Source: an optimization exercise on an open RTL-to-GDS flow (aim: small area, a short achievable clock period and few clock cycles per item). Production flows keep margins and buffers that such runs may drop. In this exercise RTL edits were held to simulation tests only and were not proved equivalent to the original.

File: design/flow/flow/run.sh
#!/bin/bash
export BUFFER_PORTS_ARGS="-buffer_cell sky130_fd_sc_hd__buf_1"
bash standard.sh finish SETUP_SLACK_MARGIN=${MARGIN:-9} > standard.log 2>&1
File: design/flow/standard.sh
#!/bin/bash
# synth_recipe.tcl (not shown) runs the flow's synth.tcl, then flattens the netlist and writes it again
# the make line also repeats each setting of config.mk as NAME=value (left out here)
make -C /OpenROAD-flow-scripts/flow DESIGN_CONFIG=/design/flow/config.mk WORK_HOME=/design/flow/orfs CLKGATE_MAP_FILE= SYNTH_SCRIPT=/design/flow/synth_recipe.tcl "${@:-finish}"
File: design/flow/config.mk
export PLATFORM = sky130hd
export DESIGN_NAME = subbytes_pipe
export DESIGN_NICKNAME = subbytes_pipe
export VERILOG_FILES = /design/flow/design.v
export SDC_FILE = /design/flow/constraint.sdc
export NUM_CORES = 4
export LEC_CHECK = 0
export CAP_MARGIN = 20
export CORE_MARGIN = 2
export CORE_UTILIZATION = 65
export CTS_CLUSTER_DIAMETER = 100
export CTS_CLUSTER_SIZE = 24
export PLACE_DENSITY = 0.75
export SLEW_MARGIN = 20
export SYNTH_HIERARCHICAL = 1
export SYNTH_MINIMUM_KEEP_SIZE = 0
File: design/flow/constraint.sdc
create_clock -name core_clock -period 13.0 [get_ports {clk_i}]
set_input_delay 2.6000 -clock core_clock [delete_from_list [all_inputs] [get_ports {clk_i}]]
set_output_delay 2.6000 -clock core_clock [all_outputs]
set_load 0.01 [all_outputs]
File: design/flow/design.v
module subbytes_pipe #(
    parameter int NUM_BYTES = 16,
    parameter int LANE_W    = 8
) (
    input  logic                   clk_i,
    input  logic                   rst_ni,
    input  logic                   in_valid_i,
    output logic                   in_ready_o,
    input  logic [8*NUM_BYTES-1:0] in_data_i,
    input  logic                   inv_i,
    output logic                   out_valid_o,
    input  logic                   out_ready_i,
    output logic [8*NUM_BYTES-1:0] out_data_o,
    output logic                   busy_o
);
    if (LANE_W != 8) begin : g_bad_lane_w
        $error("subbytes_pipe: LANE_W must be 8");
    end
    if (NUM_BYTES < 1 || NUM_BYTES > 16) begin : g_bad_num_bytes
        $error("subbytes_pipe: NUM_BYTES must be in 1..16");
    end
    localparam int NB = NUM_BYTES;
    logic            adv;         
    logic            acc;         
    logic            inc;         
    logic            o_free;      
    logic            sp_valid;    
    logic [8*NB-1:0] sp_data;
    logic [8*NB-1:0] res;         
    logic [8*NB-1:0] o_new;       
    logic [8*NB-1:0] o_d;         
    logic            sp_valid_d;
    logic            o_valid_d;
    logic            v1;
    logic            inv1;
    logic [8*NB-1:0] b1_d, b1_q;
    logic            v2;
    logic            inv2;
    logic [8*NB-1:0] b2_d, b2_q;
    logic            busy_q;
    logic            rdy_q;       
    assign adv        = !sp_valid;
    assign in_ready_o = rdy_q;
    assign acc        = in_valid_i && rdy_q;
    assign inc        = adv && v2;
    assign o_free     = !out_valid_o || out_ready_i;
    assign busy_o     = busy_q;
    for (genvar k = 0; k < NB; k++) begin : g_lane
        sb_x_t u_x_t (.a(in_data_i[8*k +: 8]), .inv(inv_i), .b(b1_d[8*k +: 8]));
        sb_t_r u_t_r (.a(b1_q[8*k +: 8]), .inv(inv1), .b(b2_d[8*k +: 8]));
        sb_r_y u_r_y (.a(b2_q[8*k +: 8]), .inv(inv2), .b(res[8*k +: 8]));
    end
    assign o_new = sp_valid ? sp_data : res;
    assign o_d   = o_free ? o_new : out_data_o;
    assign o_valid_d  = o_free ? (sp_valid || inc) : 1'b1;
    assign sp_valid_d = o_free ? (sp_valid && inc) : (sp_valid || inc);
    always_ff @(posedge clk_i or negedge rst_ni) begin
        if (!rst_ni) begin
            rdy_q       <= 1'b1;
            busy_q      <= 1'b0;
            sp_valid    <= 1'b0;
            out_valid_o <= 1'b0;
            v1          <= 1'b0;
            v2          <= 1'b0;
        end else begin
            rdy_q       <= !sp_valid_d;
            sp_valid    <= sp_valid_d;
            out_valid_o <= o_valid_d;
            busy_q      <= o_valid_d || sp_valid_d || (adv ? (acc || v1) : (v1 || v2));
            if (adv) begin
                v1 <= acc;
                v2 <= v1;
            end
        end
    end
    always_ff @(posedge clk_i) begin
        if (adv) begin
            b1_q <= b1_d;
            inv1 <= inv_i;
            b2_q <= b2_d;
            inv2 <= inv1;
        end
        if (!sp_valid) sp_data <= res;
        out_data_o <= o_d;
    end
endmodule
module gf16_inv (
    input  logic [3:0] d,
    output logic [3:0] e
);
    logic w00;
    logic w01;
    logic w02;
    logic w03;
    logic w04;
    logic w05;
    logic w06;
    logic w07;
    logic w08;
    logic w09;
    logic w10;
    logic w11;
    logic w12;
    logic w13;
    logic w14;
    logic w15;
    g_inv u0 (.a(d[0]), .y(w15));
    g_inv u1 (.a(d[2]), .y(w00));
    g_inv u2 (.a(d[3]), .y(w01));
    g_nand2 u3 (.a(w00), .b(w01), .y(w02));
    g_nand2 u4 (.a(w02), .b(d[1]), .y(w03));
    g_nand2 u5 (.a(w15), .b(d[2]), .y(w04));
    g_nor2 u6 (.a(w01), .b(w04), .y(w05));
    g_o22ai u7 (.a1(w15), .a2(d[2]), .b1(w03), .b2(w05), .y(e[2]));
    g_inv u8 (.a(d[1]), .y(w06));
    g_nand2 u9 (.a(w06), .b(d[0]), .y(w07));
    g_nand2 u10 (.a(w15), .b(d[1]), .y(w08));
    g_nand3 u11 (.a(w07), .b(w08), .c(w00), .y(w09));
    g_nand2 u12 (.a(w09), .b(d[3]), .y(w10));
    g_nand2 u13 (.a(w10), .b(w02), .y(w11));
    g_nand2 u14 (.a(d[1]), .b(d[2]), .y(w12));
    g_nand2 u15 (.a(w11), .b(w12), .y(e[1]));
    g_nand2 u16 (.a(w10), .b(w04), .y(e[0]));
    g_nand2 u17 (.a(w01), .b(d[1]), .y(w13));
    g_nand2 u18 (.a(w12), .b(w15), .y(w14));
    g_xnor2 u19 (.a(w13), .b(w14), .y(e[3]));
endmodule
module sb_x_t (
    input  logic [7:0] a,
    input  logic       inv,
    output logic [7:0] b
);
    logic n0;
    g_xor2 u1 (.a(a[0]), .b(a[6]), .y(n0));
    logic n1;
    g_xor2 u3 (.a(a[1]), .b(n0), .y(n1));
    logic n2;
    g_xnor2 u5 (.a(a[4]), .b(a[7]), .y(n2));
    logic n3;
    g_xnor2 u7 (.a(a[5]), .b(n0), .y(n3));
    logic n4;
    g_xnor2 u9 (.a(a[5]), .b(n1), .y(n4));
    logic n5;
    g_xor2 u11 (.a(a[2]), .b(a[7]), .y(n5));
    logic n6;
    g_xor2 u13 (.a(a[0]), .b(a[3]), .y(n6));
    logic n7;
    g_xor2 u15 (.a(a[3]), .b(n1), .y(n7));
    logic n8;
    g_xor2 u17 (.a(a[7]), .b(n3), .y(n8));
    logic n9;
    g_xor2 u19 (.a(a[4]), .b(n3), .y(n9));
    logic n10;
    g_xor2 u21 (.a(n4), .b(n5), .y(n10));
    logic n11;
    g_xnor2 u23 (.a(a[2]), .b(n7), .y(n11));
    logic n12;
    g_xnor2 u25 (.a(a[1]), .b(n2), .y(n12));
    logic n13;
    g_xnor2 u27 (.a(n6), .b(n12), .y(n13));
    logic n14;
    g_xor2 u29 (.a(a[4]), .b(a[6]), .y(n14));
    logic n15;
    g_xor2 u31 (.a(a[4]), .b(n1), .y(n15));
    logic n16;
    g_xor2 u33 (.a(a[4]), .b(n4), .y(n16));
    logic n17;
    g_xor2 u35 (.a(a[4]), .b(n6), .y(n17));
    logic n18;
    g_xor2 u37 (.a(a[5]), .b(n5), .y(n18));
    logic n19;
    g_xnor2 u39 (.a(a[6]), .b(n2), .y(n19));
    logic n20;
    g_mux2i u41 (.s(inv), .a0(n8), .a1(n7), .y(n20));
    logic n21;
    g_mux2i u43 (.s(inv), .a0(n4), .a1(n14), .y(n21));
    logic n22;
    g_mux2i u45 (.s(inv), .a0(n9), .a1(n15), .y(n22));
    logic n23;
    g_mux2i u47 (.s(inv), .a0(n10), .a1(n2), .y(n23));
    logic n24;
    g_mux2i u49 (.s(inv), .a0(n11), .a1(n16), .y(n24));
    logic n25;
    g_mux2i u51 (.s(inv), .a0(n3), .a1(n17), .y(n25));
    logic n26;
    logic n27;
    g_inv u54 (.a(a[0]), .y(n27));
    g_mux2i u55 (.s(inv), .a0(n27), .a1(n18), .y(n26));
    logic n28;
    g_mux2i u57 (.s(inv), .a0(n13), .a1(n19), .y(n28));
    assign b[0] = n20;
    assign b[1] = n21;
    assign b[2] = n22;
    assign b[3] = n23;
    assign b[4] = n24;
    assign b[5] = n25;
    assign b[6] = n26;
    assign b[7] = n28;
endmodule
module sb_t_r (
    input  logic [7:0] a,
    input  logic       inv,
    output logic [7:0] b
);
    logic [3:0] d;
    logic [3:0] e;
    logic [17:0] f;
    logic n0;
    g_xor2 u1 (.a(a[0]), .b(a[1]), .y(n0));
    logic n1;
    g_xor2 u3 (.a(a[2]), .b(a[3]), .y(n1));
    logic n2;
    g_xor2 u5 (.a(a[0]), .b(a[2]), .y(n2));
    logic n3;
    g_xor2 u7 (.a(a[1]), .b(a[3]), .y(n3));
    logic n4;
    g_xor2 u9 (.a(n0), .b(n1), .y(n4));
    logic n5;
    g_xor2 u11 (.a(a[6]), .b(a[7]), .y(n5));
    logic n6;
    g_xor2 u13 (.a(a[4]), .b(a[5]), .y(n6));
    logic n7;
    g_xor2 u15 (.a(a[4]), .b(a[6]), .y(n7));
    logic n8;
    g_xor2 u17 (.a(a[5]), .b(a[7]), .y(n8));
    logic n9;
    g_xor2 u19 (.a(n5), .b(n6), .y(n9));
    logic n10;
    g_nand2 u21 (.a(a[0]), .b(a[4]), .y(n10));
    logic n11;
    g_nand2 u23 (.a(a[1]), .b(a[5]), .y(n11));
    logic n12;
    g_nand2 u25 (.a(a[2]), .b(a[6]), .y(n12));
    logic n13;
    g_nand2 u27 (.a(a[3]), .b(a[7]), .y(n13));
    logic n14;
    g_nand2 u29 (.a(n0), .b(n6), .y(n14));
    logic n15;
    g_nand2 u31 (.a(n1), .b(n5), .y(n15));
    logic n16;
    g_nand2 u33 (.a(n2), .b(n7), .y(n16));
    logic n17;
    g_nand2 u35 (.a(n3), .b(n8), .y(n17));
    logic n18;
    g_nand2 u37 (.a(n4), .b(n9), .y(n18));
    logic n19;
    g_xor2 u39 (.a(n15), .b(n16), .y(n19));
    logic n20;
    g_xor2 u41 (.a(n14), .b(n16), .y(n20));
    logic n21;
    g_xor2 u43 (.a(n10), .b(n17), .y(n21));
    logic n22;
    g_xor2 u45 (.a(a[0]), .b(a[4]), .y(n22));
    logic n23;
    g_xor2 u47 (.a(n20), .b(n21), .y(n23));
    logic n24;
    g_xor2 u49 (.a(n22), .b(n23), .y(n24));
    logic n25;
    g_xor2 u51 (.a(n11), .b(n18), .y(n25));
    logic n26;
    g_xor2 u53 (.a(n0), .b(n6), .y(n26));
    logic n27;
    g_xor2 u55 (.a(n20), .b(n25), .y(n27));
    logic n28;
    g_xor2 u57 (.a(n26), .b(n27), .y(n28));
    logic n29;
    g_xor2 u59 (.a(n12), .b(n17), .y(n29));
    logic n30;
    g_xor2 u61 (.a(n3), .b(n8), .y(n30));
    logic n31;
    g_xor2 u63 (.a(n19), .b(n29), .y(n31));
    logic n32;
    g_xor2 u65 (.a(n30), .b(n31), .y(n32));
    logic n33;
    g_xor2 u67 (.a(n13), .b(n18), .y(n33));
    logic n34;
    g_xor2 u69 (.a(n2), .b(n7), .y(n34));
    logic n35;
    g_xor2 u71 (.a(n19), .b(n33), .y(n35));
    logic n36;
    g_xor2 u73 (.a(n34), .b(n35), .y(n36));
    assign d[0] = n24;
    assign d[1] = n28;
    assign d[2] = n32;
    assign d[3] = n36;
    assign f[0] = a[0];
    assign f[1] = a[1];
    assign f[2] = a[2];
    assign f[3] = a[3];
    assign f[4] = n0;
    assign f[5] = n1;
    assign f[6] = n2;
    assign f[7] = n3;
    assign f[8] = n4;
    assign f[9] = a[4];
    assign f[10] = a[5];
    assign f[11] = a[6];
    assign f[12] = a[7];
    assign f[13] = n6;
    assign f[14] = n5;
    assign f[15] = n7;
    assign f[16] = n8;
    assign f[17] = n9;
    gf16_inv u_einv (.d(d), .e(e));
    logic m0;
    g_xor2 v1 (.a(e[0]), .b(e[1]), .y(m0));
    logic m1;
    g_xor2 v3 (.a(e[2]), .b(e[3]), .y(m1));
    logic m2;
    g_xor2 v5 (.a(e[0]), .b(e[2]), .y(m2));
    logic m3;
    g_xor2 v7 (.a(e[1]), .b(e[3]), .y(m3));
    logic m4;
    g_xor2 v9 (.a(m0), .b(m1), .y(m4));
    logic m5;
    g_nand2 v11 (.a(f[0]), .b(e[0]), .y(m5));
    logic m6;
    g_nand2 v13 (.a(f[1]), .b(e[1]), .y(m6));
    logic m7;
    g_nand2 v15 (.a(f[2]), .b(e[2]), .y(m7));
    logic m8;
    g_nand2 v17 (.a(f[3]), .b(e[3]), .y(m8));
    logic m9;
    g_nand2 v19 (.a(f[4]), .b(m0), .y(m9));
    logic m10;
    g_nand2 v21 (.a(f[5]), .b(m1), .y(m10));
    logic m11;
    g_nand2 v23 (.a(f[6]), .b(m2), .y(m11));
    logic m12;
    g_nand2 v25 (.a(f[7]), .b(m3), .y(m12));
    logic m13;
    g_nand2 v27 (.a(f[8]), .b(m4), .y(m13));
    logic m14;
    g_nand2 v29 (.a(f[9]), .b(e[0]), .y(m14));
    logic m15;
    g_nand2 v31 (.a(f[10]), .b(e[1]), .y(m15));
    logic m16;
    g_nand2 v33 (.a(f[11]), .b(e[2]), .y(m16));
    logic m17;
    g_nand2 v35 (.a(f[12]), .b(e[3]), .y(m17));
    logic m18;
    g_nand2 v37 (.a(f[13]), .b(m0), .y(m18));
    logic m19;
    g_nand2 v39 (.a(f[14]), .b(m1), .y(m19));
    logic m20;
    g_nand2 v41 (.a(f[15]), .b(m2), .y(m20));
    logic m21;
    g_nand2 v43 (.a(f[16]), .b(m3), .y(m21));
    logic m22;
    g_nand2 v45 (.a(f[17]), .b(m4), .y(m22));
    logic m23;
    g_xor2 v47 (.a(m20), .b(m21), .y(m23));
    logic m24;
    g_xor2 v49 (.a(m11), .b(m13), .y(m24));
    logic m25;
    g_xor2 v51 (.a(m20), .b(m22), .y(m25));
    logic m26;
    g_xor2 v53 (.a(m11), .b(m12), .y(m26));
    logic m27;
    g_xor2 v55 (.a(m14), .b(m18), .y(m27));
    logic m28;
    g_xor2 v57 (.a(m23), .b(m27), .y(m28));
    logic m29;
    g_xor2 v59 (.a(m15), .b(m18), .y(m29));
    logic m30;
    g_xor2 v61 (.a(m25), .b(m29), .y(m30));
    logic m31;
    g_xor2 v63 (.a(m16), .b(m19), .y(m31));
    logic m32;
    g_xor2 v65 (.a(m23), .b(m31), .y(m32));
    logic m33;
    g_xor2 v67 (.a(m17), .b(m19), .y(m33));
    logic m34;
    g_xor2 v69 (.a(m25), .b(m33), .y(m34));
    logic m35;
    g_xor2 v71 (.a(m5), .b(m9), .y(m35));
    logic m36;
    g_xor2 v73 (.a(m26), .b(m35), .y(m36));
    logic m37;
    g_xor2 v75 (.a(m6), .b(m9), .y(m37));
    logic m38;
    g_xor2 v77 (.a(m24), .b(m37), .y(m38));
    logic m39;
    g_xor2 v79 (.a(m7), .b(m10), .y(m39));
    logic m40;
    g_xor2 v81 (.a(m26), .b(m39), .y(m40));
    logic m41;
    g_xor2 v83 (.a(m8), .b(m10), .y(m41));
    logic m42;
    g_xor2 v85 (.a(m24), .b(m41), .y(m42));
    assign b[0] = m28;
    assign b[1] = m30;
    assign b[2] = m32;
    assign b[3] = m34;
    assign b[4] = m36;
    assign b[5] = m38;
    assign b[6] = m40;
    assign b[7] = m42;
endmodule
module sb_r_y (
    input  logic [7:0] a,
    input  logic       inv,
    output logic [7:0] b
);
    logic n0;
    g_xnor2 u1 (.a(a[1]), .b(a[7]), .y(n0));
    logic n1;
    g_xnor2 u3 (.a(a[0]), .b(a[5]), .y(n1));
    logic n2;
    g_xnor2 u5 (.a(a[2]), .b(n0), .y(n2));
    logic n3;
    g_xor2 u7 (.a(a[6]), .b(n2), .y(n3));
    logic n4;
    g_xor2 u9 (.a(a[3]), .b(a[4]), .y(n4));
    logic n5;
    g_xnor2 u11 (.a(a[1]), .b(n1), .y(n5));
    logic n6;
    g_xnor2 u13 (.a(a[2]), .b(n1), .y(n6));
    logic n7;
    g_xnor2 u15 (.a(a[4]), .b(n3), .y(n7));
    logic n8;
    g_xor2 u17 (.a(a[0]), .b(a[3]), .y(n8));
    logic n9;
    g_xnor2 u19 (.a(n2), .b(n8), .y(n9));
    logic n10;
    g_xor2 u21 (.a(a[3]), .b(n0), .y(n10));
    logic n11;
    g_xor2 u23 (.a(a[2]), .b(a[4]), .y(n11));
    logic n12;
    g_xor2 u25 (.a(a[3]), .b(a[7]), .y(n12));
    logic n13;
    g_xnor2 u27 (.a(a[1]), .b(a[5]), .y(n13));
    logic n14;
    g_xnor2 u29 (.a(a[3]), .b(n5), .y(n14));
    logic n15;
    g_xor2 u31 (.a(n1), .b(n3), .y(n15));
    logic n16;
    g_xnor2 u33 (.a(a[2]), .b(a[5]), .y(n16));
    logic n17;
    g_xnor2 u35 (.a(n3), .b(n4), .y(n17));
    logic n18;
    g_xor2 u37 (.a(a[5]), .b(n4), .y(n18));
    logic n19;
    g_xnor2 u39 (.a(n2), .b(n18), .y(n19));
    logic n20;
    logic n21;
    g_inv u42 (.a(a[6]), .y(n21));
    g_mux2i u43 (.s(inv), .a0(n6), .a1(n21), .y(n20));
    logic n22;
    g_mux2i u45 (.s(inv), .a0(n5), .a1(n13), .y(n22));
    logic n23;
    g_mux2i u47 (.s(inv), .a0(n7), .a1(n14), .y(n23));
    logic n24;
    g_mux2i u49 (.s(inv), .a0(n9), .a1(n15), .y(n24));
    logic n25;
    g_mux2i u51 (.s(inv), .a0(n10), .a1(n16), .y(n25));
    logic n26;
    g_mux2i u53 (.s(inv), .a0(n11), .a1(n17), .y(n26));
    logic n27;
    g_mux2i u55 (.s(inv), .a0(n12), .a1(n19), .y(n27));
    logic n28;
    g_mux2i u57 (.s(inv), .a0(n0), .a1(n1), .y(n28));
    assign b[0] = n20;
    assign b[1] = n22;
    assign b[2] = n23;
    assign b[3] = n24;
    assign b[4] = n25;
    assign b[5] = n26;
    assign b[6] = n27;
    assign b[7] = n28;
endmodule
module g_xor2 (input logic a, input logic b, output logic y);
    assign y = a ^ b;
endmodule
module g_xnor2 (input logic a, input logic b, output logic y);
    assign y = ~(a ^ b);
endmodule
module g_nand2 (input logic a, input logic b, output logic y);
    assign y = ~(a & b);
endmodule
module g_nor2 (input logic a, input logic b, output logic y);
    assign y = ~(a | b);
endmodule
module g_mux2i (input logic s, input logic a0, input logic a1, output logic y);
    assign y = ~(s ? a1 : a0);
endmodule
module g_nand3 (input logic a, input logic b, input logic c, output logic y);
    assign y = ~(a & b & c);
endmodule
module g_o22ai (input logic a1, input logic a2, input logic b1, input logic b2, output logic y);
    assign y = ~((a1 | a2) & (b1 | b2));
endmodule
module g_mux2 (input logic s, input logic a0, input logic a1, output logic y);
    assign y = s ? a1 : a0;
endmodule
module g_inv (input logic a, output logic y);
    assign y = ~a;
endmodule
==> summary.md, run 1 <==
Run status
• **outcome** finished clean

Worst setup path
• **setup slack, reg-to-reg** 9.23 ns
• **worst stage delay on the critical path** 0.54 ns
• **nature of the critical path startpoint** flop
• **crit path buf inv count** 1
• **required time of the critical path** 10.40 ns
• **data arrival time of the critical path** 1.27 ns
• **Critical Path, Cell by Cell** buf_1
• **Worst path slowest cell** dfstp_2
• **Setup crit end kind** primary output
• **CP Max Fanout** 2
• **top cell family by delay on the critical path** flip-flops
• **kind of critical path** flop to primary output

Cells and area
• **Layout area overhead** 1.28%
• **fraction of layout instances using a drive strength above 1** 0.0738
• **most common library cell in the layout ignoring fill and taps** xor2_1
• **top library cells by usage in the layout, fill and taps aside** xor2_1 (1132), nand2_1 (627), edfxtp_1 (386)
• **number of nets in the layout** 3636

Global route
• **total overflow reported by the global router** 0
• **number of antenna violations at the first check in global routing** 7
• **largest net degree at the start of global routing** 91
• **via count of the first global-routing pass** 22.3k
• **wire length of the first global-routing pass** 107 mm
• **GRT Total Usage** 0.214

Logic synthesis
• **share of synthesized cell area in and, or, nand and nor gates** 0.0668
• **number of instances in the synthesized netlist** 3586
• **synthesized netlist net count** 3719
• **share of flip-flops with an asynchronous set or reset** 0.0115
• **mux share of post-synthesis cell area** 0.113
• **number of synthesized flops with an enable pin** 386
• **compound-gate portion of the synthesized area** 0.00278
• **Post-Synth XOR/XNOR Area** 0.349
• **cell area after synthesis** 0.0377 mm²
• **Warnings, synthesis** 7
• **main combinational cell family by area after synthesis** XOR/XNOR gates
• **number of flip-flops and latches in the synthesized netlist** 520
• **arithmetic-cell share of the synthesized area counting full adders, half adders and majority gates** 0
• **register area share after synthesis** 0.379
• **library cells used by synthesis** 21
• **mean instance size in the synthesized netlist** 10.5 µm²
• **primary flip-flop cell chosen by synthesis mapping** edfxtp_1

Clock network
• **Num Clock Sinks** 520
• **insertion delay of the later-clocked pin in the worst-skew pair** 0.59 ns
• **CTS tree** yes
• **clock-pin transition on the worst setup and hold timing paths** 0.09 ns
• **clock root buffer** clkbuf_16
• **deepest level of the CTS H-tree** 1
• **number of buffers between clock root and the deepest sink** 3
• **total CTS buffers** 27

Routing
• **Avg Vias per Cell** 5.06
• **via count** 21.7k
• **post-route antenna net violation count** 0
• **post-detailed-route wirelength per cell** 15.3 µm
• **First DRT Iteration DRCs** 882
• **Detailed Routing Iterations Pass 1** 4
• **DRC violation count after routing** 0
• **routed wire length** 65.7 mm

Die
• **initial core utilization** 0.656
• **I/O pin count** 264
• **floorplan die width** 245 µm
• **core box area** 0.0576 mm²
• **placement row count** 88
• **die extent in y** 245 µm
• **die area** 0.0600 mm²

STA
• **Final setup viols** 0
• **fin crit share** 0.298
• **maximum clock frequency** 258 MHz
• **count of final hold-check violations** 0
• **Fin Hold WS** 0.429 ns
• **Final Worst Setup Slack** 9.13 ns
• **setup tns final** 0 ns
• **max-slew violation count** 0
• **unrepaired setup endpoints after global routing** no
• **slew at the pin closest to its max-slew limit** 1.10 ns
• **setup skew after layout** 0.0173 ns
• **relative max-transition margin** 0.265
• **Final min period** 3.87 ns

Placed design
• **GPL Wtd Cong** 0.898
• **quantity of I/O buffers inserted on ports** 263
• **DPL Wire Length** 50.7 mm
• **Placement Setup Slack** 8.15 ns

Min path
• **worst min path class** flop to flop

Job
• **Max-cap violations** 0

logic make-up after synthesis:
family / count (synthesis)
xor gates and xnor gates: 1504
muxes: 385
buffers and inverters: 496
and+or+nand+nor: 664
DFF: 520
AOI/OAI and AO/OA: 17
stage by stage:
| stage | util | std cells | instance area [µm²] |
|---|---|---|---|
| after floorplan | - | 3586 | 37800 |
| after global placement | 0.639 | 4226 | 36800 |
| after detailed placement | 0.639 | 4226 | 36800 |
| after CTS | 0.653 | 4275 | 37600 |
| after global routing | 0.664 | 4290 | 38200 |
| final | 0.664 | 4290 | 38200 |
Yosys cell counts, types with 5 or more instances:
master | number | area [µm²]
xor2_1 | 1184 | 10400
nand2_1 | 627 | 2350
edfxtp_1 | 386 | 11600
buf_4 | 384 | 2880
xnor2_1 | 320 | 2800
mux2i_1 | 256 | 2560
dfxtp_1 | 128 | 2560
inv_1 | 97 | 364
mux2_4 | 67 | 1010
mux2_2 | 62 | 698
nor2_1 | 18 | 67.6
nand3_1 | 16 | 80.1
o22ai_1 | 16 | 100
buf_6 | 9 | 101
buf_2 | 6 | 30.0
dfrtp_1 | 5 | 125
sequential cells by signal (all words and copies together), names as in the netlist:
register,flops
b1_q,128
b2_q,128
out_data_o,128
out_valid_o,1
busy_q,1
rdy_q,1
sp_data,128
inv1,1
inv2,1
v2,1
v1,1
sp_valid,1
per-layer routing:
metal,vias up,part of all wire,track usage
met5,-,0.00084,0
met4,10,0.026,0.0586
met3,101,0.039,0.0352
met2,325,0.51,0.392
met1,10300,0.42,0.258
li1,11000,-,-
modules after synthesis, one instance, submodules excluded, a selection:
module / flops+latches / area (µm²)
g_nand2: 0 / 3.75
sb_x_t: 0 / 60.1
sb_t_r: 0 / 60.1
g_xor2: 0 / 8.76
sb_r_y: 0 / 60.1
g_xnor2: 0 / 8.76
g_inv: 0 / 3.75
g_nor2: 0 / 3.75
subbytes_pipe: 520 / 16200
g_o22ai: 0 / 6.26
g_nand3: 0 / 5.00
g_mux2i: 0 / 10.0
path summary, 6_finish.rpt:
path / start / endpoint / cells after the start
setup / recovery: rdy_q$_DFF_PN1_ / in_ready_o / 1
hold / removal: inv1$_DFFE_PN_ / inv2$_DFFE_PN_ / 0
setup reg to reg: b1_q[92]$_DFFE_PN_ / b2_q[89]$_DFFE_PN_ / 13
hold reg to reg: inv1$_DFFE_PN_ / inv2$_DFFE_PN_ / 0
max in group asynchronous: rst_ni / rdy_q$_DFF_PN1_ / 1
min in group asynchronous: rst_ni / v2$_DFFE_PN0N_ / 1
timing repair:
action / CTS / global route
endpoints found under the setup margin: 64 / 135
setup buffers: 0 / 11
gates resized for setup: 1 / 68
cloned: 0 / 1
pin swaps: 0 / 5
hold buffers: 0 / 0
hold endpoints to repair: 0 / 0
final cells by class:
type / count / area [µm²]
multi-input cells: 2571 / 20600
flip-flops and latches: 520 / 14300
clock buffers: 43 / 746
clock inverters: 6 / 66.3
well taps: 765 / 957
fillers: 4556 / 19400
diodes: 2 / 5.00
inverters: 97 / 368
repair buffers: 286 / 1190
Testbench counts, summed over its fixed seeds: cycles 6,012, items 6,000.
==> inputs of run 2 (changes only) <==
==> design/flow/flow/run.sh (replaced) <==
#!/bin/bash
export BUFFER_PORTS_ARGS="-buffer_cell sky130_fd_sc_hd__buf_1"
bash standard.sh finish SETUP_SLACK_MARGIN=${MARGIN:-9.2} > standard.log 2>&1
==> run 2 against run 1 <==
  * Critical path type unchanged
  * Cell area up 5.1%
  * Non-clock buffer count grew 78
  * Largest cell class unchanged
  * Critical endpoint unchanged
  * Core utilization grew 3.4 points
  * Synthesized area unchanged
==> summary.md, run 2 <==
Logic synthesis
• **number of flip-flops and latches in the synthesized netlist** 520, unchanged
• **library cells used by synthesis** 21, unchanged
• **primary flip-flop cell chosen by synthesis mapping** edfxtp_1, unchanged
• **area share of the largest cell type after synthesis** 0.307, unchanged
• **Warnings, synthesis** 7, unchanged
• **register area share after synthesis** 0.379, unchanged
• **leading cell types by total area after synthesis** edfxtp_1 (31%), xor2_1 (27%), buf_4 (7.6%), unchanged
• **mean instance size in the synthesized netlist** 10.5 µm², unchanged
• **library cell with the largest summed area after synthesis** edfxtp_1, unchanged
• **share of flip-flops with an asynchronous set or reset** 0.0115, unchanged
• **cell area after synthesis** 0.0377 mm², unchanged
• **commonest cells in the synthesized netlist** xor2_1 (1184), nand2_1 (627), edfxtp_1 (386), unchanged
• **number of synthesized flops with an enable pin** 386, unchanged
• **number of instances in the synthesized netlist** 3586, unchanged
• **count leader, synth** xor2_1, unchanged
• **synthesized netlist net count** 3719, unchanged

Worst setup path
• **reg-to-reg startpoint** b1_q[87]$_DFFE_PN_, was b1_q[92]$_DFFE_PN_
• **nature of the critical path startpoint** flop, unchanged
• **required time of the critical path** 10.40 ns, about the same
• **crit path buf inv count** 1, unchanged
• **cell count of the worst reg-to-reg path** 14, was 13
• **kind of critical path** flop to primary output, unchanged
• **data arrival time of the critical path** 1.23 ns, was 1.27 ns
• **CP Max Fanout** 2, unchanged
• **CP startpoint** rdy_q$_DFF_PN1_, unchanged
• **Setup crit end kind** primary output, unchanged
• **terminus of the critical flop-to-flop path** b2_q[83]$_DFFE_PN_, was b2_q[89]$_DFFE_PN_
• **Critical Path, Cell by Cell** buf_6, was buf_1
• **Worst path slowest cell** dfstp_2, unchanged
• **worst stage delay on the critical path** 0.55 ns, was 0.54 ns
• **top cell family by delay on the critical path** flip-flops, unchanged
• **setup slack, reg-to-reg** 9.33 ns, was 9.23 ns

STA
• **Final setup viols** 0, unchanged
• **count of final hold-check violations** 0, unchanged
• **Final min period** 3.83 ns, was 3.87 ns
• **setup tns final** 0 ns, unchanged
• **unrepaired setup endpoints after global routing** yes, was no
• **maximum clock frequency** 261 MHz, was 258 MHz
• **fin crit share** 0.295, was 0.298
• **setup skew after layout** 0.0187 ns, was 0.0173 ns
• **slew at the pin closest to its max-slew limit** 1.04 ns, was 1.10 ns
• **max-slew violation count** 0, unchanged
• **relative max-transition margin** 0.305, was 0.265

Routing
• **Detailed Routing Iterations Pass 1** 7, was 4
• **post-detailed-route wirelength per cell** 15.9 µm, was 15.3 µm
• **First DRT Iteration DRCs** 1062, was 882
• **routed wire length** 69.7 mm, was 65.7 mm
• **DRC violation count after routing** 0, unchanged
• **Avg Vias per Cell** 5.10, was 5.06
• **via count** 22.3k, was 21.7k
• **post-route antenna net violation count** 0, unchanged

Cells and area
• **fraction of layout instances using a drive strength above 1** 0.145, was 0.0738
• **Layout area overhead** 6.44%, was 1.28%
• **top library cells by usage in the layout, fill and taps aside** xor2_1 (1020), nand2_1 (617), edfxtp_1 (386), was xor2_1 (1132), nand2_1 (627), edfxtp_1 (386)
• **Storage cell area** 0.0143 mm², about the same
• **number of nets in the layout** 3715, was 3636
• **most common library cell in the layout ignoring fill and taps** xor2_1, unchanged
• **combined area of the multi-input logic cells** 0.0219 mm², was 0.0206 mm²
• **utilization of the core after routing** 0.698, was 0.664
• **fillers** 4302, was 4556

Clock network
• **clock-pin transition on the worst setup and hold timing paths** 0.10 ns, was 0.09 ns
• **clock root buffer** clkbuf_16, unchanged
• **total CTS buffers** 27, unchanged
• **Num Clock Sinks** 520, unchanged
• **deepest level of the CTS H-tree** 1, unchanged
• **insertion delay of the later-clocked pin in the worst-skew pair** 0.59 ns, about the same
• **number of buffers between clock root and the deepest sink** 3, unchanged
• **CTS tree** yes, unchanged

Die
• **floorplan die width** 245 µm, unchanged
• **core box area** 0.0576 mm², unchanged
• **I/O pin count** 264, unchanged
• **die area** 0.0600 mm², unchanged
• **placement row count** 88, unchanged
• **die extent in y** 245 µm, unchanged
• **initial core utilization** 0.656, unchanged

Min path
• **launch point of the worst hold path** inv1$_DFFE_PN_, unchanged
• **hold depth** 0, unchanged
• **hold path endpoint** inv2$_DFFE_PN_, unchanged
• **worst min path class** flop to flop, unchanged

Global route
• **total overflow reported by the global router** 0, unchanged
• **via count of the first global-routing pass** 22.3k, about the same
• **number of antenna violations at the first check in global routing** 7, unchanged
• **GRT Total Usage** 0.219, was 0.214
• **wire length of the first global-routing pass** 108 mm, was 107 mm
• **largest net degree at the start of global routing** 91, unchanged

Placed design
• **DPL Wire Length** 51.1 mm, was 50.7 mm
• **GPL Wtd Cong** 0.914, was 0.898
• **quantity of I/O buffers inserted on ports** 263, unchanged

Run status
• **outcome** finished clean, unchanged

Job
• **Max-cap violations** 0, unchanged

## run 2: worst max-delay path by stage
stage | end | slack, ns | cells past startpoint
floorplan | out_data_o[100]$_DFFE_PN_ | 7.85 | 3
global placement | out_data_o[24]$_DFFE_PN_ | 8.27 | 3
detailed placement | out_data_o[24]$_DFFE_PN_ | 8.18 | 3
CTS | in_ready_o | 9.13 | 1
global route | b2_q[33]$_DFFE_PN_ | 9.10 | 17
finish | in_ready_o | 9.17 | 1
## run 2: kinds of logic after synthesis
logic type / count (synthesis) / synth area share
buffers and inverters: 496 / 0.0895
DFF: 520 / 0.379
xor gates and xnor gates: 1504 / 0.349
and+or+nand+nor: 664 / 0.0668
muxes: 385 / 0.113
AOI/OAI and AO/OA: 17 / 0.00278
## run 2: per-module statistics from Yosys (local to each module, per instance), excerpt
module / copies in the design / cells / cell area [µm²]
sb_x_t: 16 / 8 / 60.1
g_o22ai: 16 / 1 / 6.26
subbytes_pipe: 1 / 674 / 16200
sb_r_y: 16 / 8 / 60.1
g_nand3: 16 / 1 / 5.00
g_xnor2: 320 / 1 / 8.76
## run 2: timing repair
item	4_1_cts	5_1_grt
setup endpoints to repair	139	198
hold buffers	0	0
setup buffers	1	90
pin swaps	0	61
resized for setup	19	193
gates cloned	1	1
## run 2: layout make-up
class | count | share of cell area
timing repair buffer | 364 | 0.0453
clock inverter | 7 | 0.00149
antenna | 5 | 0.000311
clock buffer | 41 | 0.0189
multi-input combinational | 2572 | 0.545
inverter | 97 | 0.00915
tap | 765 | 0.0238
sequential | 520 | 0.356
## run 2: metrics by stage
step	setup slack [ns]	hold WS, ns	cell area, µm²	instances
finish	9.17	0.462	40200	4371
global placement	8.27	0.432	37300	4225
detailed placement	8.18	0.435	37300	4225
floorplan	7.85	0.400	38300	3586
global route	9.10	0.486	40200	4370
CTS	9.13	0.470	38200	4275
## run 2: layer usage
layer  up-vias  wire, µm  track usage  share of wire
met1     10700     28900        0.271           0.41
met5         -        35            0        0.00050
met3       109      2700       0.0274          0.039
met2       407     36200        0.400           0.52
li1      11000         -            -              -
met4         6      1910       0.0570          0.027
==> inputs of run 3 (changes only) <==
==> design/flow/flow/run.sh (replaced) <==
#!/bin/bash
export BUFFER_PORTS_ARGS="-buffer_cell sky130_fd_sc_hd__buf_1"
bash standard.sh finish SETUP_SLACK_MARGIN=${MARGIN:-8.9} > standard.log 2>&1
==> run 3 against run 2 <==
  * Setup slack worse by 0.11 ns
  * Via count down 2.7%
  * Clock skew down 0.0025 ns
==> summary.md, run 3 <==
Logic synthesis
• **commonest cells in the synthesized netlist** xor2_1 (1184), nand2_1 (627), edfxtp_1 (386), unchanged
• **leading cell types by total area after synthesis** edfxtp_1 (31%), xor2_1 (27%), buf_4 (7.6%), unchanged
• **count leader, synth** xor2_1, unchanged
• **share of flip-flops with an asynchronous set or reset** 0.0115, unchanged
• **register area share after synthesis** 0.379, unchanged
• **area share of the largest cell type after synthesis** 0.307, unchanged
• **number of synthesized flops with an enable pin** 386, unchanged
• **number of flip-flops and latches in the synthesized netlist** 520, unchanged
• **number of instances in the synthesized netlist** 3586, unchanged
• **synthesized netlist net count** 3719, unchanged
• **mean instance size in the synthesized netlist** 10.5 µm², unchanged
• **primary flip-flop cell chosen by synthesis mapping** edfxtp_1, unchanged
• **Warnings, synthesis** 7, unchanged
• **cell area after synthesis** 0.0377 mm², unchanged
• **library cells used by synthesis** 21, unchanged
• **library cell with the largest summed area after synthesis** edfxtp_1, unchanged

STA
• **relative max-transition margin** 0.264, was 0.305
• **slew at the pin closest to its max-slew limit** 1.10 ns, was 1.04 ns
• **setup skew after layout** 0.0162 ns, was 0.0187 ns
• **unrepaired setup endpoints after global routing** no, was yes
• **Final setup viols** 0, unchanged
• **setup tns final** 0 ns, unchanged
• **Final min period** 3.94 ns, was 3.83 ns
• **maximum clock frequency** 253 MHz, was 261 MHz
• **fin crit share** 0.303, was 0.295
• **count of final hold-check violations** 0, unchanged
• **max-slew violation count** 0, unchanged

Routing
• **First DRT Iteration DRCs** 867, was 1062
• **post-detailed-route wirelength per cell** 15.2 µm, was 15.9 µm
• **DRC violation count after routing** 0, unchanged
• **post-route antenna net violation count** 0, unchanged
• **via count** 21.7k, was 22.3k
• **Avg Vias per Cell** 5.07, was 5.10
• **Detailed Routing Iterations Pass 1** 5, was 7
• **routed wire length** 65.0 mm, was 69.7 mm

Global route
• **largest net degree at the start of global routing** 91, unchanged
• **layer carrying the most global-route usage** met2, unchanged
• **total overflow reported by the global router** 0, unchanged
• **wire length of the first global-routing pass** 107 mm, was 108 mm
• **GR Layer Usage met2** 0.392, was 0.400
• **GRT Total Usage** 0.214, was 0.219
• **via count of the first global-routing pass** 22.3k, about the same
• **number of antenna violations at the first check in global routing** 7, unchanged
• **met3 layer usage reported by global route** 0.0352, was 0.0274
• **fraction of met1 tracks used by global routing** 0.258, was 0.271

Clock network
• **total CTS buffers** 27, unchanged
• **deepest level of the CTS H-tree** 1, unchanged
• **Num Clock Sinks** 520, unchanged
• **hold buffer count at CTS** 0, unchanged
• **number of post-CTS setup repair buffers** 0, was 1
• **CTS tree** yes, unchanged
• **# resized after CTS** 1, was 19
• **clock root buffer** clkbuf_16, unchanged
• **clock-pin transition on the worst setup and hold timing paths** 0.09 ns, was 0.10 ns
• **number of buffers between clock root and the deepest sink** 3, unchanged
• **insertion delay of the later-clocked pin in the worst-skew pair** 0.59 ns, about the same

Worst setup path
• **Worst path slowest cell** nand2b_4, was dfstp_2
• **data arrival time of the critical path** 4.17 ns, was 1.23 ns
• **worst stage delay on the critical path** 0.76 ns, was 0.55 ns
• **cell count of the worst reg-to-reg path** 15, was 14
• **kind of critical path** input pin to flop, was flop to primary output
• **nature of the critical path startpoint** input pin, was flop
• **setup slack, reg-to-reg** 9.17 ns, was 9.33 ns
• **required time of the critical path** 13.22 ns, was 10.40 ns
• **CP Max Fanout** 69, was 2
• **terminus of the critical flop-to-flop path** b2_q[67]$_DFFE_PN_, was b2_q[83]$_DFFE_PN_
• **Critical Path, Cell by Cell** buf_1, nand2b_4, buf_6, was buf_6
• **Setup crit end kind** flop, was primary output
• **reg-to-reg startpoint** b1_q[64]$_DFFE_PN_, was b1_q[87]$_DFFE_PN_

Die
• **die area** 0.0600 mm², unchanged
• **floorplan die width** 245 µm, unchanged
• **core box area** 0.0576 mm², unchanged
• **placement row count** 88, unchanged
• **initial core utilization** 0.656, unchanged
• **die extent in y** 245 µm, unchanged
• **I/O pin count** 264, unchanged

Cells and area
• **most common library cell in the layout ignoring fill and taps** xor2_1, unchanged
• **fillers** 4597, was 4302
• **Layout area overhead** 0.408%, was 6.44%
• **top library cells by usage in the layout, fill and taps aside** xor2_1 (1158), nand2_1 (627), edfxtp_1 (386), was xor2_1 (1020), nand2_1 (617), edfxtp_1 (386)
• **fraction of layout instances using a drive strength above 1** 0.0618, was 0.145
• **number of nets in the layout** 3624, was 3715

Min path
• **hold depth** 0, unchanged
• **launch point of the worst hold path** inv1$_DFFE_PN_, unchanged
• **worst min path class** flop to flop, unchanged
• **hold path endpoint** inv2$_DFFE_PN_, unchanged

Run status
• **outcome** finished clean, unchanged

Job
• **Max-cap violations** 0, unchanged

Placed design
• **DPL Wire Length** 50.7 mm, was 51.1 mm
• **GPL Wtd Cong** 0.898, was 0.914
• **quantity of I/O buffers inserted on ports** 263, unchanged

run 3: cell counts after synthesis:
No cell type changed its count.
run 3: cells by family after synthesis:
kind of cell,after synthesis,share of synthesized area
AO/OA/AOI/OAI,17,0.00278
XOR/XNOR,1504,0.349
buffers and inverters,496,0.0895
flip-flops,520,0.379
multiplexers,385,0.113
AND/OR/NAND/NOR,664,0.0668
run 3: cell type report:
| type | count | area (µm²) | share of cell area |
|---|---|---|---|
| multi-input cells | 2570 | 20300 | 0.537 |
| flip-flops and latches | 520 | 14300 | 0.377 |
| repair buffers | 275 | 1110 | 0.0293 |
| well taps | 765 | 957 | 0.0253 |
| clock buffers | 43 | 746 | 0.0197 |
| inverters | 97 | 368 | 0.00970 |
| clock inverters | 6 | 66.3 | 0.00175 |
| diodes | 2 | 5.00 | 0.000132 |
run 3: routing by layer:
metal / part of all wire / wire (µm) / up-vias
li1: - / - / 11000
met1: 0.42 / 27300 / 10300
met2: 0.51 / 33300 / 353
met3: 0.040 / 2610 / 105
met4: 0.027 / 1730 / 10
met5: 0.00085 / 55 / -
run 3: metrics by stage:
step / util / worst slack (ns) / hold WS (ns) / cells / cell area [µm²]
3_3_place_gp: 0.639 / 8.23 / 0.412 / 4226 / 36800
5_1_grt: 0.658 / 8.87 / 0.444 / 4278 / 37900
3_5_place_dp: 0.639 / 8.15 / 0.417 / 4226 / 36800
6_report: 0.658 / 9.06 / 0.430 / 4278 / 37900
2_1_floorplan: - / 7.85 / 0.400 / 3586 / 37800
4_1_cts: 0.653 / 9.04 / 0.436 / 4275 / 37600
run 3: critical path: cells and delay by family:
| family | cells | cell delay [ns] |
|---|---|---|
| AND/OR/NAND/NOR | 1 | 0.76 |
| buffers and inverters | 2 | 0.72 |
run 3: modules after synthesis, one instance, submodules excluded, a selection:
module	area, µm²	cells
g_xnor2	8.76	1
g_nand3	5.00	1
sb_x_t	60.1	8
g_o22ai	6.26	1
subbytes_pipe	16200	674
sb_r_y	60.1	8
g_xor2	8.76	1
g_nor2	3.75	1
g_mux2i	10.0	1
g_inv	3.75	1
sb_t_r	60.1	8
g_nand2	3.75	1
run 3: worst max-delay path by stage:
stage,from,to,slack [ns],cells after the start
2_1_floorplan,inv2$_DFFE_PN_,out_data_o[100]$_DFFE_PN_,7.85,3
3_3_place_gp,out_ready_i,out_data_o[5]$_DFFE_PN_,8.23,3
3_5_place_dp,out_ready_i,out_data_o[88]$_DFFE_PN_,8.15,3
4_1_cts,out_ready_i,out_data_o[116]$_DFFE_PN_,9.04,3
5_1_grt,b1_q[28]$_DFFE_PN_,b2_q[31]$_DFFE_PN_,8.87,17
6_report,out_ready_i,out_data_o[96]$_DFFE_PN_,9.06,3
==> inputs of run 4 (changes only) <==
==> design/flow/flow/run.sh (replaced) <==
#!/bin/bash
export BUFFER_PORTS_ARGS="-buffer_cell sky130_fd_sc_hd__buf_1"
bash standard.sh finish SETUP_SLACK_MARGIN=${MARGIN:-9} > standard.log 2>&1
==> run 4 against run 3 <==
  * Clock skew is 0.0011 ns higher
  * Core utilization grew 0.57 points
  * Still clean on timing, DRC and antenna
  * Sequential share of layout area decreased by 0.33 points
  * Setup slack gained 0.070 ns
  * Count of clock-buffer cells in the layout unchanged
  * Via count rose by 0.14%
  * Wire length up 1.1%
  * Register-to-register slack better by 0.06 ns
  * First-iteration DRC count is 1.7% higher
  * Non-clock buffer count is 11 higher
  * Synthesized area stayed put
==> summary.md, run 4 <==
Clock network
• **total CTS buffers** 27, unchanged
• **clock root buffer** clkbuf_16, unchanged
• **clock-pin transition on the worst setup and hold timing paths** 0.09 ns, about the same
• **number of buffers between clock root and the deepest sink** 3, unchanged
• **deepest level of the CTS H-tree** 1, unchanged
• **CTS tree** yes, unchanged
• **hold buffer count at CTS** 0, unchanged
• **insertion delay of the later-clocked pin in the worst-skew pair** 0.59 ns, about the same
• **Num Clock Sinks** 520, unchanged

Routing
• **DRC violation count after routing** 0, unchanged
• **routed metal-1 wirelength** 27.6 mm, was 27.3 mm
• **Avg Vias per Cell** 5.06, was 5.07
• **via count** 21.7k, about the same
• **met3 wirelength from detailed routing** 2.59 mm, was 2.61 mm
• **Detailed Routing Iterations Pass 1** 4, was 5
• **highest routed metal layer** met5, unchanged
• **post-detailed-route wirelength per cell** 15.3 µm, was 15.2 µm
• **First DRT Iteration DRCs** 882, was 867
• **routed wire length** 65.7 mm, was 65.0 mm
• **met2 wire length** 33.8 mm, was 33.3 mm
• **post-route antenna net violation count** 0, unchanged

Cells and area
• **final standard cell count with taps included and fillers excluded** 4290, was 4278
• **utilization of the core after routing** 0.664, was 0.658
• **top library cells by usage in the layout, fill and taps aside** xor2_1 (1132), nand2_1 (627), edfxtp_1 (386), was xor2_1 (1158), nand2_1 (627), edfxtp_1 (386)
• **most common library cell in the layout ignoring fill and taps** xor2_1, unchanged
• **fraction of layout instances using a drive strength above 1** 0.0738, was 0.0618
• **Layout area overhead** 1.28%, was 0.408%
• **combined area of the multi-input logic cells** 0.0206 mm², was 0.0203 mm²
• **Non-Filler Cell Area, Final** 0.0382 mm², was 0.0379 mm²
• **fillers** 4556, was 4597
• **Storage cell area** 0.0143 mm², unchanged
• **number of nets in the layout** 3636, was 3624

STA
• **unrepaired setup endpoints after global routing** no, unchanged
• **Final min period** 3.87 ns, was 3.94 ns
• **Final Worst Setup Slack** 9.13 ns, was 9.06 ns
• **setup skew after layout** 0.0173 ns, was 0.0162 ns
• **count of final hold-check violations** 0, unchanged
• **slew at the pin closest to its max-slew limit** 1.10 ns, about the same
• **Fin Hold WS** 0.429 ns, was 0.430 ns
• **Final setup viols** 0, unchanged
• **relative max-transition margin** 0.265, was 0.264
• **maximum clock frequency** 258 MHz, was 253 MHz
• **fin crit share** 0.298, was 0.303
• **setup tns final** 0 ns, unchanged
• **max-slew violation count** 0, unchanged

Die
• **I/O pin count** 264, unchanged
• **floorplan die width** 245 µm, unchanged
• **die extent in y** 245 µm, unchanged
• **die area** 0.0600 mm², unchanged
• **initial core utilization** 0.656, unchanged
• **core box area** 0.0576 mm², unchanged
• **placement row count** 88, unchanged

Logic synthesis
• **share of flip-flops with an asynchronous set or reset** 0.0115, unchanged
• **count leader, synth** xor2_1, unchanged
• **primary flip-flop cell chosen by synthesis mapping** edfxtp_1, unchanged
• **library cell with the largest summed area after synthesis** edfxtp_1, unchanged
• **library cells used by synthesis** 21, unchanged
• **cell area after synthesis** 0.0377 mm², unchanged
• **area share of the largest cell type after synthesis** 0.307, unchanged
• **leading cell types by total area after synthesis** edfxtp_1 (31%), xor2_1 (27%), buf_4 (7.6%), unchanged
• **register area share after synthesis** 0.379, unchanged
• **number of flip-flops and latches in the synthesized netlist** 520, unchanged
• **Warnings, synthesis** 7, unchanged
• **synthesized netlist net count** 3719, unchanged
• **mean instance size in the synthesized netlist** 10.5 µm², unchanged
• **commonest cells in the synthesized netlist** xor2_1 (1184), nand2_1 (627), edfxtp_1 (386), unchanged
• **number of synthesized flops with an enable pin** 386, unchanged
• **number of instances in the synthesized netlist** 3586, unchanged

Worst setup path
• **kind of critical path** flop to primary output, was input pin to flop
• **data arrival time of the critical path** 1.27 ns, was 4.17 ns
• **reg-to-reg startpoint** b1_q[92]$_DFFE_PN_, was b1_q[64]$_DFFE_PN_
• **required time of the critical path** 10.40 ns, was 13.22 ns
• **Critical Path Sink** in_ready_o, was out_data_o[96]$_DFFE_PN_
• **terminus of the critical flop-to-flop path** b2_q[89]$_DFFE_PN_, was b2_q[67]$_DFFE_PN_
• **worst stage delay on the critical path** 0.54 ns, was 0.76 ns
• **Setup crit end kind** primary output, was flop
• **crit path buf inv count** 1, was 2
• **nature of the critical path startpoint** flop, was input pin
• **Worst path slowest cell** dfstp_2, was nand2b_4
• **Critical Path, Cell by Cell** buf_1, was buf_1, nand2b_4, buf_6
• **top cell family by delay on the critical path** flip-flops, was simple AND/OR/NAND/NOR gates
• **Crit path depth** 1, was 3
• **cell count of the worst reg-to-reg path** 13, was 15
• **CP Max Fanout** 2, was 69
• **setup slack, reg-to-reg** 9.23 ns, was 9.17 ns
• **CP startpoint** rdy_q$_DFF_PN1_, was out_ready_i

Global route
• **GRT Total Usage** 0.214, unchanged
• **largest net degree at the start of global routing** 91, unchanged
• **wire length of the first global-routing pass** 107 mm, unchanged
• **via count of the first global-routing pass** 22.3k, unchanged
• **total overflow reported by the global router** 0, unchanged
• **number of antenna violations at the first check in global routing** 7, unchanged

Job
• **Max-cap violations** 0, unchanged

Placed design
• **cell area reported after detailed placement** 0.0368 mm², unchanged
• **quantity of I/O buffers inserted on ports** 263, unchanged
• **Cell Count Post-Placement** 4226, unchanged
• **GPL Wtd Cong** 0.898, unchanged
• **Placement Setup Slack** 8.15 ns, unchanged
• **DPL Wire Length** 50.7 mm, unchanged

Run status
• **outcome** finished clean, unchanged

Min path
• **worst min path class** flop to flop, unchanged

run 4: cell counts after synthesis:
No cell type changed its count.
run 4: kinds of logic after synthesis:
kind of cell	count (synthesis)	synth area share
AO/OA/AOI/OAI	17	0.00278
XOR/XNOR	1504	0.349
buffers and inverters	496	0.0895
flip-flops	520	0.379
multiplexers	385	0.113
AND/OR/NAND/NOR	664	0.0668
run 4: worst min path at each step:
| stage | start | endpoint | cells past startpoint |
|---|---|---|---|
| global placement | inv1$_DFFE_PN_ | inv2$_DFFE_PN_ | 0 |
| detailed placement | inv1$_DFFE_PN_ | inv2$_DFFE_PN_ | 0 |
| global route | inv1$_DFFE_PN_ | inv2$_DFFE_PN_ | 0 |
| floorplan | inv1$_DFFE_PN_ | inv2$_DFFE_PN_ | 0 |
| finish | inv1$_DFFE_PN_ | inv2$_DFFE_PN_ | 0 |
| CTS | inv1$_DFFE_PN_ | inv2$_DFFE_PN_ | 0 |
run 4: cell type report:
cell class,count,share of cell area
Multi-Input combinational cell,2571,0.538
Sequential cell,520,0.374
Timing Repair Buffer,286,0.0313
Tap cell,765,0.0250
Clock buffer,43,0.0195
Inverter,97,0.00962
Clock inverter,6,0.00173
Antenna cell,2,0.000131
run 4: layer usage:
metal / GRT usage / up-vias
li1: - / 11000
met2: 0.392 / 325
met1: 0.258 / 10300
met4: 0.0586 / 10
met3: 0.0352 / 101
met5: 0 / -
run 4: per-module statistics from Yosys, one instance, submodules excluded, excerpt:
| module | copies in the design | area, µm² |
|---|---|---|
| subbytes_pipe | 1 | 16200 |
| sb_r_y | 16 | 60.1 |
| sb_t_r | 16 | 60.1 |
| sb_x_t | 16 | 60.1 |
| g_mux2i | 256 | 10.0 |
| g_xnor2 | 320 | 8.76 |
| g_xor2 | 1184 | 8.76 |
| g_o22ai | 16 | 6.26 |
| g_nand3 | 16 | 5.00 |
| g_inv | 96 | 3.75 |
| g_nand2 | 624 | 3.75 |
| g_nor2 | 16 | 3.75 |
run 4: what timing repair did:
item,4_1_cts,5_1_grt
cloned,0,1
setup buffers,0,11
endpoints found under the setup margin,64,135
gates resized for setup,1,68
hold endpoints to repair,0,0
pin swaps,0,5
run 4: worst reg2reg max path: cells and delay by family (launching register included):
family        cells  cell delay [ns]
xor+xnor         10             2.64
flops             1             0.54
simple gates      3             0.35
==> inputs of run 5 (changes only) <==
--- a/design/flow/config.mk
+++ b/design/flow/config.mk
@@ -5,12 +5,12 @@
 export SDC_FILE = /design/flow/constraint.sdc
 export NUM_CORES = 4
 export LEC_CHECK = 0
-export CAP_MARGIN = 20
+export CAP_MARGIN = 5
 export CORE_MARGIN = 2
 export CORE_UTILIZATION = 65
 export CTS_CLUSTER_DIAMETER = 100
 export CTS_CLUSTER_SIZE = 24
 export PLACE_DENSITY = 0.75
-export SLEW_MARGIN = 20
+export SLEW_MARGIN = 5
 export SYNTH_HIERARCHICAL = 1
 export SYNTH_MINIMUM_KEEP_SIZE = 0
==> run 5 against run 4 <==
  * Clock skew hardly changed
  * Sequential share of layout area about the same
  * Global-route usage stayed put
==> summary.md, run 5 <==
Run status
• **outcome** finished clean, unchanged

Global route
• **GR Layer Usage met2** 0.392, unchanged
• **via count of the first global-routing pass** 22.3k, unchanged
• **number of antenna violations at the first check in global routing** 7, unchanged
• **layer carrying the most global-route usage** met2, unchanged
• **largest net degree at the start of global routing** 91, unchanged
• **total overflow reported by the global router** 0, unchanged
• **met3 layer usage reported by global route** 0.0352, unchanged
• **fraction of met1 tracks used by global routing** 0.258, unchanged
• **GRT Total Usage** 0.214, unchanged
• **wire length of the first global-routing pass** 107 mm, unchanged

Min path
• **worst min path class** flop to flop, unchanged
• **hold depth** 0, unchanged
• **launch point of the worst hold path** inv1$_DFFE_PN_, unchanged
• **hold path endpoint** inv2$_DFFE_PN_, unchanged

Placed design
• **cell area reported after detailed placement** 0.0368 mm², unchanged
• **GPL Wtd Cong** 0.898, unchanged
• **Cell Count Post-Placement** 4226, unchanged
• **DPL Wire Length** 50.7 mm, unchanged
• **quantity of I/O buffers inserted on ports** 263, unchanged
• **Placement Setup Slack** 8.15 ns, unchanged

Cells and area
• **fraction of layout instances using a drive strength above 1** 0.0735, was 0.0738
• **most common library cell in the layout ignoring fill and taps** xor2_1, unchanged
• **Non-Filler Cell Area, Final** 0.0382 mm², about the same
• **Layout area overhead** 1.19%, was 1.28%
• **top library cells by usage in the layout, fill and taps aside** xor2_1 (1132), nand2_1 (627), edfxtp_1 (386), unchanged
• **number of nets in the layout** 3635, was 3636
• **Storage cell area** 0.0143 mm², unchanged
• **fillers** 4559, was 4556
• **combined area of the multi-input logic cells** 0.0206 mm², unchanged
• **final standard cell count with taps included and fillers excluded** 4289, was 4290
• **utilization of the core after routing** 0.663, was 0.664

Clock network
• **Num Clock Sinks** 520, unchanged
• **clock root buffer** clkbuf_16, unchanged
• **number of buffers between clock root and the deepest sink** 3, unchanged
• **total CTS buffers** 27, unchanged
• **hold buffer count at CTS** 0, unchanged
• **insertion delay of the later-clocked pin in the worst-skew pair** 0.59 ns, about the same
• **clock-pin transition on the worst setup and hold timing paths** 0.09 ns, about the same
• **deepest level of the CTS H-tree** 1, unchanged
• **CTS tree** yes, unchanged

Logic synthesis
• **library cells used by synthesis** 21, unchanged
• **library cell with the largest summed area after synthesis** edfxtp_1, unchanged
• **cell area after synthesis** 0.0377 mm², unchanged
• **leading cell types by total area after synthesis** edfxtp_1 (31%), xor2_1 (27%), buf_4 (7.6%), unchanged
• **Warnings, synthesis** 7, unchanged
• **register area share after synthesis** 0.379, unchanged
• **number of flip-flops and latches in the synthesized netlist** 520, unchanged
• **area share of the largest cell type after synthesis** 0.307, unchanged
• **commonest cells in the synthesized netlist** xor2_1 (1184), nand2_1 (627), edfxtp_1 (386), unchanged
• **synthesized netlist net count** 3719, unchanged
• **count leader, synth** xor2_1, unchanged
• **number of instances in the synthesized netlist** 3586, unchanged
• **share of flip-flops with an asynchronous set or reset** 0.0115, unchanged
• **primary flip-flop cell chosen by synthesis mapping** edfxtp_1, unchanged
• **number of synthesized flops with an enable pin** 386, unchanged
• **mean instance size in the synthesized netlist** 10.5 µm², unchanged

Worst setup path
• **top cell family by delay on the critical path** flip-flops, unchanged
• **Setup crit end kind** primary output, unchanged
• **data arrival time of the critical path** 1.27 ns, about the same
• **kind of critical path** flop to primary output, unchanged
• **setup slack, reg-to-reg** 9.22 ns, was 9.23 ns
• **CP Max Fanout** 2, unchanged
• **worst stage delay on the critical path** 0.54 ns, about the same
• **nature of the critical path startpoint** flop, unchanged
• **crit path buf inv count** 1, unchanged
• **Worst path slowest cell** dfstp_2, unchanged
• **required time of the critical path** 10.40 ns, about the same
• **reg-to-reg startpoint** b1_q[92]$_DFFE_PN_, unchanged
• **terminus of the critical flop-to-flop path** b2_q[89]$_DFFE_PN_, unchanged
• **Critical Path, Cell by Cell** buf_1, unchanged
• **cell count of the worst reg-to-reg path** 13, unchanged

STA
• **fin crit share** 0.298, about the same
• **setup skew after layout** 0.0174 ns, was 0.0173 ns
• **count of final hold-check violations** 0, unchanged
• **max-slew violation count** 0, unchanged
• **Final Worst Setup Slack** 9.13 ns, about the same
• **Final min period** 3.87 ns, about the same
• **Fin Hold WS** 0.429 ns, about the same
• **slew at the pin closest to its max-slew limit** 1.13 ns, was 1.10 ns
• **unrepaired setup endpoints after global routing** no, unchanged
• **relative max-transition margin** 0.248, was 0.265
• **Final setup viols** 0, unchanged
• **maximum clock frequency** 258 MHz, about the same
• **setup tns final** 0 ns, unchanged

Routing
• **First DRT Iteration DRCs** 931, was 882
• **via count** 21.7k, about the same
• **post-route antenna net violation count** 0, unchanged
• **post-detailed-route wirelength per cell** 15.3 µm, about the same
• **routed wire length** 65.7 mm, about the same
• **Avg Vias per Cell** 5.06, about the same
• **Detailed Routing Iterations Pass 1** 5, was 4
• **DRC violation count after routing** 0, unchanged

Die
• **I/O pin count** 264, unchanged
• **placement row count** 88, unchanged
• **floorplan die width** 245 µm, unchanged
• **die extent in y** 245 µm, unchanged
• **core box area** 0.0576 mm², unchanged
• **initial core utilization** 0.656, unchanged
• **die area** 0.0600 mm², unchanged

Job
• **Max-cap violations** 0, unchanged

run 5: cell counts after synthesis:
No cell type changed its count.
run 5: per-layer routing:
metal	share of wire	wire length, µm
met4	0.026	1690
met3	0.039	2560
met2	0.51	33700
met5	0.00084	55
met1	0.42	27600
run 5: cells by family after synthesis:
| kind of cell | after synthesis | share of synthesized area |
|---|---|---|
| DFF | 520 | 0.379 |
| buffers and inverters | 496 | 0.0895 |
| muxes | 385 | 0.113 |
| and+or+nand+nor | 664 | 0.0668 |
| AOI/OAI and AO/OA | 17 | 0.00278 |
| xor gates and xnor gates | 1504 | 0.349 |
run 5: worst max-delay path by stage:
stage,cells past startpoint,start,end,slack (ns)
CTS,3,out_ready_i,out_data_o[116]$_DFFE_PN_,9.04
global placement,3,out_ready_i,out_data_o[5]$_DFFE_PN_,8.23
global route,17,b1_q[84]$_DFFE_PN_,b2_q[81]$_DFFE_PN_,8.96
finish,1,rdy_q$_DFF_PN1_,in_ready_o,9.13
floorplan,3,inv2$_DFFE_PN_,out_data_o[100]$_DFFE_PN_,7.85
detailed placement,3,out_ready_i,out_data_o[88]$_DFFE_PN_,8.15
run 5: layout make-up:
| cell class | count | share of cell area |
|---|---|---|
| clock buffer | 43 | 0.0195 |
| timing repair buffer | 285 | 0.0304 |
| inverter | 97 | 0.00963 |
| multi-input combinational | 2571 | 0.539 |
| sequential | 520 | 0.375 |
| clock inverter | 6 | 0.00174 |
| tap | 765 | 0.0251 |
| antenna | 2 | 0.000131 |
run 5: Yosys stat by module, one instance, submodules excluded, excerpt:
module,cell area [µm²],cells,flip-flops and latches,times used
subbytes_pipe,16200,674,520,1
sb_x_t,60.1,8,0,16
sb_t_r,60.1,8,0,16
sb_r_y,60.1,8,0,16
g_mux2i,10.0,1,0,256
g_xnor2,8.76,1,0,320
g_xor2,8.76,1,0,1184
g_o22ai,6.26,1,0,16
g_nand3,5.00,1,0,16
g_nor2,3.75,1,0,16
g_inv,3.75,1,0,96
run 5: repair_timing:
action                                  CTS  global route
setup buffers                             0            11
gates cloned                              0             1
endpoints found under the setup margin   64           135
gates resized for setup                   1            68
pin swaps                                 0             5

## port drivers added, routing unchanged
The results above use ideal ports. As a check the final layouts listed here were re-extracted and re-timed, cells and wires unchanged.
Step 1: set_driving_cell puts a clkbuf_16 on clk_i and a buf_2 on each other input, an assumption about the parent block.
Step 2 also shifts input and output timing later by t, the mid clock arrival at the registers, as if the neighbouring blocks saw the same clock.
a / b / c = no drivers / after step 1 / after step 2; a / b = the first two.
run | t (ns) | setup slack, ns | worst data-port slew with drivers (ns)
run 1 | 0.640 | 9.125 / 9.065 / 8.579 | 0.16
run 2 | 0.647 | 9.170 / 9.109 / 8.694 | 0.13
run 3 | 0.639 | 9.055 / 9.067 / 8.451 | 0.16
run 4 | 0.640 | 9.125 / 9.065 / 8.579 | 0.16
run 5 | 0.641 | 9.127 / 9.066 / 8.568 | 0.16
After both steps every run listed still meets setup and hold. For run 3, which loses most, drivers alone change the setup slack by +0.012 ns; drivers and shift together by -0.604 ns.
